Source: an optimization exercise on an open RTL-to-GDS flow (aim: small area and a short achievable clock period). Production flows keep margins and buffers that such runs may drop.
The RTL was checked by simulation tests, not by an equivalence proof against the original design.
Power and IR drop assume default switching activity.

==> inputs of run C <==
// bombGameTop
module bombGameTop (
	input logic DIV_CLK,
	input logic reset,
	input logic gameTick,
	input logic [9:0] stick0X,
	input logic [9:0] stick0Y,
	input logic bomb0,
	input logic [9:0] stick1X,
	input logic [9:0] stick1Y,
	input logic bomb1,
	input logic [9:0] pixelX,
	input logic [9:0] pixelY,
	input logic pixelActive,
	output logic vgaR,
	output logic vgaG,
	output logic vgaB
);
	logic up0, down0, left0, right0;
	logic up1, down1, left1, right1;
	logic avatar0, bombHit0, blastHit0;
	logic avatar1, bombHit1, blastHit1;
	logic [4:0] rowPix;
	logic [4:0] colPix;
	logic rowSpan;
	logic colSpan;
	assign rowPix[0] = bombPkg::inRange(pixelY, 10'd10, 10'd54);
	assign rowPix[1] = bombPkg::inRange(pixelY, 10'd114, 10'd158);
	assign rowPix[2] = bombPkg::inRange(pixelY, 10'd218, 10'd262);
	assign rowPix[3] = bombPkg::inRange(pixelY, 10'd322, 10'd366);
	assign rowPix[4] = bombPkg::inRange(pixelY, 10'd426, 10'd470);
	assign colPix[0] = bombPkg::inRange(pixelX, 10'd9, 10'd69);
	assign colPix[1] = bombPkg::inRange(pixelX, 10'd149, 10'd211);
	assign colPix[2] = bombPkg::inRange(pixelX, 10'd289, 10'd351);
	assign colPix[3] = bombPkg::inRange(pixelX, 10'd429, 10'd491);
	assign colPix[4] = bombPkg::inRange(pixelX, 10'd569, 10'd631);
	assign rowSpan = bombPkg::inRange(pixelX, 10'd9, 10'd631);
	assign colSpan = bombPkg::inRange(pixelY, 10'd6, 10'd474);
	joystickDecoder joystickDecoder0_i (
		.stickX(stick0X),
		.stickY(stick0Y),
		.up(up0),
		.down(down0),
		.left(left0),
		.right(right0)
	);
	joystickDecoder joystickDecoder1_i (
		.stickX(stick1X),
		.stickY(stick1Y),
		.up(up1),
		.down(down1),
		.left(left1),
		.right(right1)
	);
	playerUnit #(
		.playerIndex(0)
	) playerUnit0_i (
		.DIV_CLK(DIV_CLK),
		.reset(reset),
		.gameTick(gameTick),
		.up(up0),
		.down(down0),
		.left(left0),
		.right(right0),
  ...
==> module playerUnit, before the edit <==
module playerUnit #(
	parameter int playerIndex = 0
) (
	input logic DIV_CLK,
	input logic reset,
	input logic gameTick,
	input logic up,
	input logic down,
	input logic left,
	input logic right,
	input logic dropBomb,
	input logic [9:0] pixelX,
	input logic [9:0] pixelY,
	input logic [4:0] rowPix,
	input logic [4:0] colPix,
	input logic rowSpan,
	input logic colSpan,
	output logic avatarHit,
	output logic bombHit,
	output logic blastHit
);
	localparam logic [9:0] START_X = (playerIndex == 0) ? 10'd10 : 10'd600;
	localparam logic [8:0] START_Y = (playerIndex == 0) ? 9'(10'd10) : 9'(10'd450);
	logic [9:0] posX;
	logic [8:0] posY;
	logic [9:0] py;
	assign py = {1'b0, posY};
	function automatic logic in3(input logic [9:0] v, input logic [9:0] lo);
		in3 = bombPkg::inRange(v, lo, lo + 10'd2);
	endfunction
	logic colAny;
	logic rowAny;
	assign colAny = bombPkg::inOpen(posX, 10'd55, 10'd165)
		|| bombPkg::inOpen(posX, 10'd195, 10'd305)
		|| bombPkg::inOpen(posX, 10'd335, 10'd445)
		|| bombPkg::inOpen(posX, 10'd475, 10'd585);
	assign rowAny = bombPkg::inOpen(py, 10'd38, 10'd130)
		|| bombPkg::inOpen(py, 10'd142, 10'd234)
		|| bombPkg::inOpen(py, 10'd246, 10'd338)
		|| bombPkg::inOpen(py, 10'd350, 10'd442);
	logic [8:0] candUp;
	logic [8:0] candDown;
	logic [9:0] candLeft;
	logic [9:0] candRight;
	always_comb
	begin
		candUp = posY - 9'd3;
		if (colAny)
		begin
			if (in3(py, 10'd131 - 10'd1)) candUp = 9'(10'd131);
			if (in3(py, 10'd235 - 10'd1)) candUp = 9'(10'd235);
			if (in3(py, 10'd339 - 10'd1)) candUp = 9'(10'd339);
			if (in3(py, 10'd443 - 10'd1)) candUp = 9'(10'd443);
		end
		candDown = posY + 9'd3;
		if (colAny)
		begin
			if (in3(py, 10'd37 - 10'd1)) candDown = 9'(10'd37);
			if (in3(py, 10'd141 - 10'd1)) candDown = 9'(10'd141);
			if (in3(py, 10'd245 - 10'd1)) candDown = 9'(10'd245);
			if (in3(py, 10'd349 - 10'd1)) candDown = 9'(10'd349);
		end
		candLeft = posX - 10'd3;
		if (rowAny)
		begin
			if (in3(posX, 10'd166 - 10'd1)) candLeft = 10'd166;
			if (in3(posX, 10'd306 - 10'd1)) candLeft = 10'd306;
			if (in3(posX, 10'd446 - 10'd1)) candLeft = 10'd446;
			if (in3(posX, 10'd586 - 10'd1)) candLeft = 10'd586;
		end
		candRight = posX + 10'd3;
		if (rowAny)
		begin
			if (in3(posX, 10'd54 - 10'd1)) candRight = 10'd54;
			if (in3(posX, 10'd194 - 10'd1)) candRight = 10'd194;
			if (in3(posX, 10'd334 - 10'd1)) candRight = 10'd334;
			if (in3(posX, 10'd474 - 10'd1)) candRight = 10'd474;
		end
	end
	logic xLow;
	logic xHigh;
	logic yLow;
	logic yHigh;
	logic outOfArena;
	logic [9:0] holdX;
	logic [8:0] holdY;
	assign xLow = !bombPkg::geq(posX, 10'd26);
	assign xHigh = bombPkg::gt(posX, 10'd614);
	assign yLow = !bombPkg::geq(py, 10'd27);
	assign yHigh = bombPkg::gt(py, 10'd453);
	assign outOfArena = xLow || xHigh || yLow || yHigh;
	assign holdX = xLow ? 10'd26 : xHigh ? 10'd614 : posX;
	assign holdY = yLow ? 9'(10'd27) : yHigh ? 9'(10'd453) : posY;
	logic [9:0] nextX;
	logic [8:0] nextY;
	assign nextX = (left && !outOfArena) ? candLeft
		: (right && !outOfArena) ? candRight : holdX;
	assign nextY = (up && !outOfArena) ? candUp
		: (down && !outOfArena) ? candDown : holdY;
	always_ff @(posedge DIV_CLK or posedge reset)
	begin
		if (reset)
		begin
			posX <= START_X;
			posY <= START_Y;
		end
		else if (gameTick)
		begin
			posX <= nextX;
			posY <= nextY;
		end
	end
	logic nearAX;
	logic nearAY;
	logic [5:0] ax;
	logic [5:0] ay;
	logic noWrap;
	nearDiff #(.K(6)) nearDiffX_i (.p(pixelX), .s(posX), .near(nearAX), .d(ax));
	nearDiff #(.K(6)) nearDiffY_i (.p(pixelY), .s(py), .near(nearAY), .d(ay));
	function automatic logic within20(input logic [5:0] v);
		within20 = v[5] ? (v >= 6'd44) : (v <= 6'd20);
	endfunction
	assign noWrap = (playerIndex != 0) || bombPkg::geq(posX, 10'd20);
	assign avatarHit = noWrap && nearAX && nearAY && within20(ax) && within20(ay);
	bombFuse bombFuse_i (
		.DIV_CLK(DIV_CLK),
		.reset(reset),
		.gameTick(gameTick),
		.dropBomb(dropBomb),
		.posX(posX),
		.posY(posY),
		.pixelX(pixelX),
		.pixelY(pixelY),
		.rowPix(rowPix),
		.colPix(colPix),
		.rowSpan(rowSpan),
		.colSpan(colSpan),
		.bombHit(bombHit),
		.blastHit(blastHit)
	);
endmodule
export LEC_CHECK = 0
export CAP_MARGIN = 20
export CORE_MARGIN = 2
export CORE_UTILIZATION = 40
export SLEW_MARGIN = 20
create_clock -name core_clock -period 14.0 [get_ports {DIV_CLK}]
standard.sh (not shown) runs the stock make flow with config.mk's settings and CLKGATE_MAP_FILE= SYNTH_SCRIPT=/design/flow/synth_recipe.tcl, a recipe that flattens the netlist after the stock synthesis.
==> flow/flow/run.sh <==
#!/bin/bash
# Own layout flow: the standard ORFS flow (standard synthesis, floorplan,
# power grid and tap cells unchanged), with repair_timing aiming for a setup
# slack well above zero so that it speeds up the paths from the input ports.
set -euo pipefail
MARGIN=$(cat flow/margin.txt 2>/dev/null || echo 8)
bash standard.sh SETUP_SLACK_MARGIN=$MARGIN finish > standard_flow.log 2>&1
==> flow/flow/margin.txt <==
8
==> run D: changes against run C <==
--- a/flow/design.v
+++ b/flow/design.v
@@ -183,17 +183,37 @@
 	logic [9:0] py;
 	assign py = {1'b0, posY};
-	function automatic logic in3(input logic [9:0] v, input logic [9:0] lo);
-		in3 = bombPkg::inRange(v, lo, lo + 10'd2);
+	function automatic logic ge(input logic [9:0] v, input logic [9:0] c);
+		ge = bombPkg::geq(v, c);
 	endfunction
 	logic colAny;
 	logic rowAny;
-	assign colAny = bombPkg::inOpen(posX, 10'd55, 10'd165)
-		|| bombPkg::inOpen(posX, 10'd195, 10'd305)
-		|| bombPkg::inOpen(posX, 10'd335, 10'd445)
-		|| bombPkg::inOpen(posX, 10'd475, 10'd585);
-	assign rowAny = bombPkg::inOpen(py, 10'd38, 10'd130)
-		|| bombPkg::inOpen(py, 10'd142, 10'd234)
-		|| bombPkg::inOpen(py, 10'd246, 10'd338)
-		|| bombPkg::inOpen(py, 10'd350, 10'd442);
+	assign colAny = (ge(posX, 10'd55 + 10'd1) && !ge(posX, 10'd165))
+		|| (ge(posX, 10'd195 + 10'd1) && !ge(posX, 10'd305))
+		|| (ge(posX, 10'd335 + 10'd1) && !ge(posX, 10'd445))
+		|| (ge(posX, 10'd475 + 10'd1) && !ge(posX, 10'd585));
+	assign rowAny = (ge(py, 10'd38 + 10'd1) && !ge(py, 10'd130))
+		|| (ge(py, 10'd142 + 10'd1) && !ge(py, 10'd234))
+		|| (ge(py, 10'd246 + 10'd1) && !ge(py, 10'd338))
+		|| (ge(py, 10'd350 + 10'd1) && !ge(py, 10'd442));
+	logic [3:0] winLeft;
+	logic [3:0] winRight;
+	logic [3:0] winUp;
+	logic [3:0] winDown;
+	assign winLeft[0] = ge(posX, 10'd165) && !ge(posX, 10'd165 + 10'd3);
+	assign winLeft[1] = ge(posX, 10'd305) && !ge(posX, 10'd305 + 10'd3);
+	assign winLeft[2] = ge(posX, 10'd445) && !ge(posX, 10'd445 + 10'd3);
+	assign winLeft[3] = ge(posX, 10'd585) && !ge(posX, 10'd585 + 10'd3);
+	assign winRight[0] = ge(posX, 10'd55 - 10'd2) && !ge(posX, 10'd55 + 10'd1);
+	assign winRight[1] = ge(posX, 10'd195 - 10'd2) && !ge(posX, 10'd195 + 10'd1);
+	assign winRight[2] = ge(posX, 10'd335 - 10'd2) && !ge(posX, 10'd335 + 10'd1);
+	assign winRight[3] = ge(posX, 10'd475 - 10'd2) && !ge(posX, 10'd475 + 10'd1);
+	assign winUp[0] = ge(py, 10'd130) && !ge(py, 10'd130 + 10'd3);
+	assign winUp[1] = ge(py, 10'd234) && !ge(py, 10'd234 + 10'd3);
+	assign winUp[2] = ge(py, 10'd338) && !ge(py, 10'd338 + 10'd3);
+	assign winUp[3] = ge(py, 10'd442) && !ge(py, 10'd442 + 10'd3);
+	assign winDown[0] = ge(py, 10'd38 - 10'd2) && !ge(py, 10'd38 + 10'd1);
+	assign winDown[1] = ge(py, 10'd142 - 10'd2) && !ge(py, 10'd142 + 10'd1);
+	assign winDown[2] = ge(py, 10'd246 - 10'd2) && !ge(py, 10'd246 + 10'd1);
+	assign winDown[3] = ge(py, 10'd350 - 10'd2) && !ge(py, 10'd350 + 10'd1);
 	logic [8:0] candUp;
 	logic [8:0] candDown;
@@ -205,32 +225,32 @@
 		if (colAny)
 		begin
-			if (in3(py, 10'd131 - 10'd1)) candUp = 9'(10'd131);
-			if (in3(py, 10'd235 - 10'd1)) candUp = 9'(10'd235);
-			if (in3(py, 10'd339 - 10'd1)) candUp = 9'(10'd339);
-			if (in3(py, 10'd443 - 10'd1)) candUp = 9'(10'd443);
+			if (winUp[0]) candUp = 9'(10'd131);
+			if (winUp[1]) candUp = 9'(10'd235);
+			if (winUp[2]) candUp = 9'(10'd339);
+			if (winUp[3]) candUp = 9'(10'd443);
 		end
 		candDown = posY + 9'd3;
 		if (colAny)
 		begin
-			if (in3(py, 10'd37 - 10'd1)) candDown = 9'(10'd37);
-			if (in3(py, 10'd141 - 10'd1)) candDown = 9'(10'd141);
-			if (in3(py, 10'd245 - 10'd1)) candDown = 9'(10'd245);
-			if (in3(py, 10'd349 - 10'd1)) candDown = 9'(10'd349);
+			if (winDown[0]) candDown = 9'(10'd37);
+			if (winDown[1]) candDown = 9'(10'd141);
+			if (winDown[2]) candDown = 9'(10'd245);
+			if (winDown[3]) candDown = 9'(10'd349);
 		end
 		candLeft = posX - 10'd3;
 		if (rowAny)
 		begin
-			if (in3(posX, 10'd166 - 10'd1)) candLeft = 10'd166;
-			if (in3(posX, 10'd306 - 10'd1)) candLeft = 10'd306;
-			if (in3(posX, 10'd446 - 10'd1)) candLeft = 10'd446;
-			if (in3(posX, 10'd586 - 10'd1)) candLeft = 10'd586;
+			if (winLeft[0]) candLeft = 10'd166;
+			if (winLeft[1]) candLeft = 10'd306;
+			if (winLeft[2]) candLeft = 10'd446;
+			if (winLeft[3]) candLeft = 10'd586;
 		end
 		candRight = posX + 10'd3;
 		if (rowAny)
 		begin
-			if (in3(posX, 10'd54 - 10'd1)) candRight = 10'd54;
-			if (in3(posX, 10'd194 - 10'd1)) candRight = 10'd194;
-			if (in3(posX, 10'd334 - 10'd1)) candRight = 10'd334;
-			if (in3(posX, 10'd474 - 10'd1)) candRight = 10'd474;
+			if (winRight[0]) candRight = 10'd54;
+			if (winRight[1]) candRight = 10'd194;
+			if (winRight[2]) candRight = 10'd334;
+			if (winRight[3]) candRight = 10'd474;
 		end
 	end
@@ -242,8 +262,8 @@
 	logic [9:0] holdX;
 	logic [8:0] holdY;
-	assign xLow = !bombPkg::geq(posX, 10'd26);
-	assign xHigh = bombPkg::gt(posX, 10'd614);
-	assign yLow = !bombPkg::geq(py, 10'd27);
-	assign yHigh = bombPkg::gt(py, 10'd453);
+	assign xLow = !ge(posX, 10'd26);
+	assign xHigh = ge(posX, 10'd614 + 10'd1);
+	assign yLow = !ge(py, 10'd27);
+	assign yHigh = ge(py, 10'd453 + 10'd1);
 	assign outOfArena = xLow || xHigh || yLow || yHigh;
 	assign holdX = xLow ? 10'd26 : xHigh ? 10'd614 : posX;
==> flow/flow/run.sh (replaced) <==
#!/bin/bash
# Own layout flow. Synthesis is the standard synthesis script, run with
# an area-recovering ABC script (flow/abc.script in place of ORFS's
# abc_speed.script, in a private copy of ORFS's scripts folder), adders left
# to ABC (no Kogge-Stone map, no full-adder cells). Registers are mapped
# before ABC runs, so they are the standard synthesis's. Floorplan, power
# grid, tap cells, placement, CTS and routing are the standard flow,
# with the extra make variables in flow/vars.txt (one per line).
set -euo pipefail
WORK=$PWD
rm -rf "$WORK/synth_scripts"
cp -r "$FLOW_HOME/scripts" "$WORK/synth_scripts"
cp flow/abc.script "$WORK/synth_scripts/abc_speed.script"
bash standard.sh SCRIPTS_DIR="$WORK/synth_scripts" SYNTH_OPERATIONS_ARGS=-booth ADDER_MAP_FILE= synth > synth_flow.log 2>&1
VARS=()
if [[ -f flow/vars.txt ]]; then
	while read -r line; do
		[[ -n "$line" ]] && VARS+=("$line")
	done < flow/vars.txt
fi
bash standard.sh "${VARS[@]}" finish > layout_flow.log 2>&1
==> flow/flow/abc.script (new file) <==
strash
&get -n
&fraig -x
&put
scorr
dc2
strash
&get -n
&dch -f
&nf -R 1000
&put
==> flow/flow/vars.txt (new file) <==
SETUP_SLACK_MARGIN=9.5
BUFFER_PORTS_ARGS=-buffer_cell sky130_fd_sc_hd__buf_2
removed: flow/flow/margin.txt
==> run H: changes against run C <==
==> flow/flow/run.sh (replaced) <==
#!/bin/bash
# Own layout flow. Synthesis is the standard synthesis script, run with
# an area-recovering ABC script (flow/abc.script in place of ORFS's
# abc_speed.script, in a private copy of ORFS's scripts folder), adders left
# to ABC (no Kogge-Stone map, no full-adder cells). Registers are mapped
# before ABC runs, so they are the standard synthesis's. Floorplan, power
# grid, tap cells, placement, CTS and routing are the standard flow,
# with the extra make variables in flow/vars.txt (one per line).
set -euo pipefail
WORK=$PWD
rm -rf "$WORK/synth_scripts"
cp -r "$FLOW_HOME/scripts" "$WORK/synth_scripts"
cp flow/abc.script "$WORK/synth_scripts/abc_speed.script"
bash standard.sh SCRIPTS_DIR="$WORK/synth_scripts" SYNTH_OPERATIONS_ARGS=-booth ADDER_MAP_FILE= synth > synth_flow.log 2>&1
VARS=()
if [[ -f flow/vars.txt ]]; then
	while read -r line; do
		[[ -n "$line" ]] && VARS+=("$line")
	done < flow/vars.txt
fi
bash standard.sh "${VARS[@]}" finish > layout_flow.log 2>&1
==> flow/flow/abc.script (new file) <==
strash
&get -n
&fraig -x
&put
scorr
dc2
strash
&get -n
&dch -f
&nf -R 1000
&put
removed: flow/flow/margin.txt
==> run Z: changes against run C <==
==> flow/flow/run.sh (replaced) <==
#!/bin/bash
# Own layout flow. Synthesis is the standard synthesis script, run with
# an area-recovering ABC script (flow/abc.script in place of ORFS's
# abc_speed.script, in a private copy of ORFS's scripts folder), adders left
# to ABC (no Kogge-Stone map, no full-adder cells). Registers are mapped
# before ABC runs, so they are the standard synthesis's. Floorplan, power
# grid, tap cells, placement, CTS and routing are the standard flow,
# with the extra make variables in flow/vars.txt (one per line).
set -euo pipefail
WORK=$PWD
rm -rf "$WORK/synth_scripts"
cp -r "$FLOW_HOME/scripts" "$WORK/synth_scripts"
cp flow/abc.script "$WORK/synth_scripts/abc_speed.script"
bash standard.sh SCRIPTS_DIR="$WORK/synth_scripts" SYNTH_OPERATIONS_ARGS=-booth ADDER_MAP_FILE= synth > synth_flow.log 2>&1
VARS=()
if [[ -f flow/vars.txt ]]; then
	while read -r line; do
		[[ -n "$line" ]] && VARS+=("$line")
	done < flow/vars.txt
fi
bash standard.sh "${VARS[@]}" finish > layout_flow.log 2>&1
==> flow/flow/abc.script (new file) <==
strash
&get -n
&fraig -x
&put
scorr
dc2
strash
&get -n
&dch -f
&nf -R 1000
&put
==> flow/flow/vars.txt (new file) <==
SETUP_SLACK_MARGIN=8
BUFFER_PORTS_ARGS=-buffer_cell sky130_fd_sc_hd__buf_2
removed: flow/flow/margin.txt
==> summary.txt <==
item	run D	run H	run Z	run C
Tapcell count	330	330	330	442
Post-Place Cells	1,846	1,885	1,879	2,195
Critical Path RT	14.28 ns	14.28 ns	14.28 ns	14.26 ns
Total Wirelength	36,210 um	34,390 um	34,440 um	41,840 um
Number of instances in the synthesized netlist	1,447	1,474	1,474	1,794
Maximum fanout along the worst path	5	14	14	8
Total setup buffers inserted after CTS	29	0	0	0
Power of the clock network	249 uW	250 uW	279 uW	277 uW
Cell variety after synth	65	56	56	100
Number of clock buffer instances in the layout	9	9	9	10
Met2 track demand over resource in global routing	43.13%	40.49%	39.68%	40.21%
Result of the run	no timing/DRC/antenna violations	no timing/DRC/antenna violations	no timing/DRC/antenna violations	no timing/DRC/antenna violations
Combinational fraction of design power	57.2%	54.2%	53.2%	56.0%
Post-synth top area share	11.03%	11.00%	11.00%	8.651%
Initial Utilization	40.95%	40.97%	40.97%	40.54%
Utilization after layout	50.90%	46.84%	45.45%	44.34%
Setup clock skew after layout	0.007168 ns	0.01170 ns	0.01074 ns	0.01022 ns
Number of instances resized during post-cts repair	95	0	0	6

[separate check: timing with driven ports]
No port has a modelled driver above. Below, the same layouts with a new extraction and two added sets of constraints.
Step 1, drivers: a clkbuf_16 drives DIV_CLK and a buf_2 each remaining input, both assumed.
Step 2 times the ports against the registers' clock, not the clock port: input delays grow and output delays shrink by t, the midpoint of the rising clock arrivals with the driver on.
a / b / c = ideal ports / drivers / drivers and shift; a / b = the first two.
run | t (ns) | slack for setup (ns) | pins driven straight from the clock port
run C | 0.412 | 8.157 / 8.162 / 7.750 | 1
run D | 0.406 | 9.198 / 9.145 / 8.739 | 1
run H | 0.403 | 7.739 / 7.763 / 7.360 | 1
run Z | 0.401 | 8.411 / 8.431 / 8.030 | 1
After both steps setup and hold are still met in every run listed. For run D, which loses most, drivers alone change the setup slack by -0.053 ns; drivers and shift together by -0.459 ns.
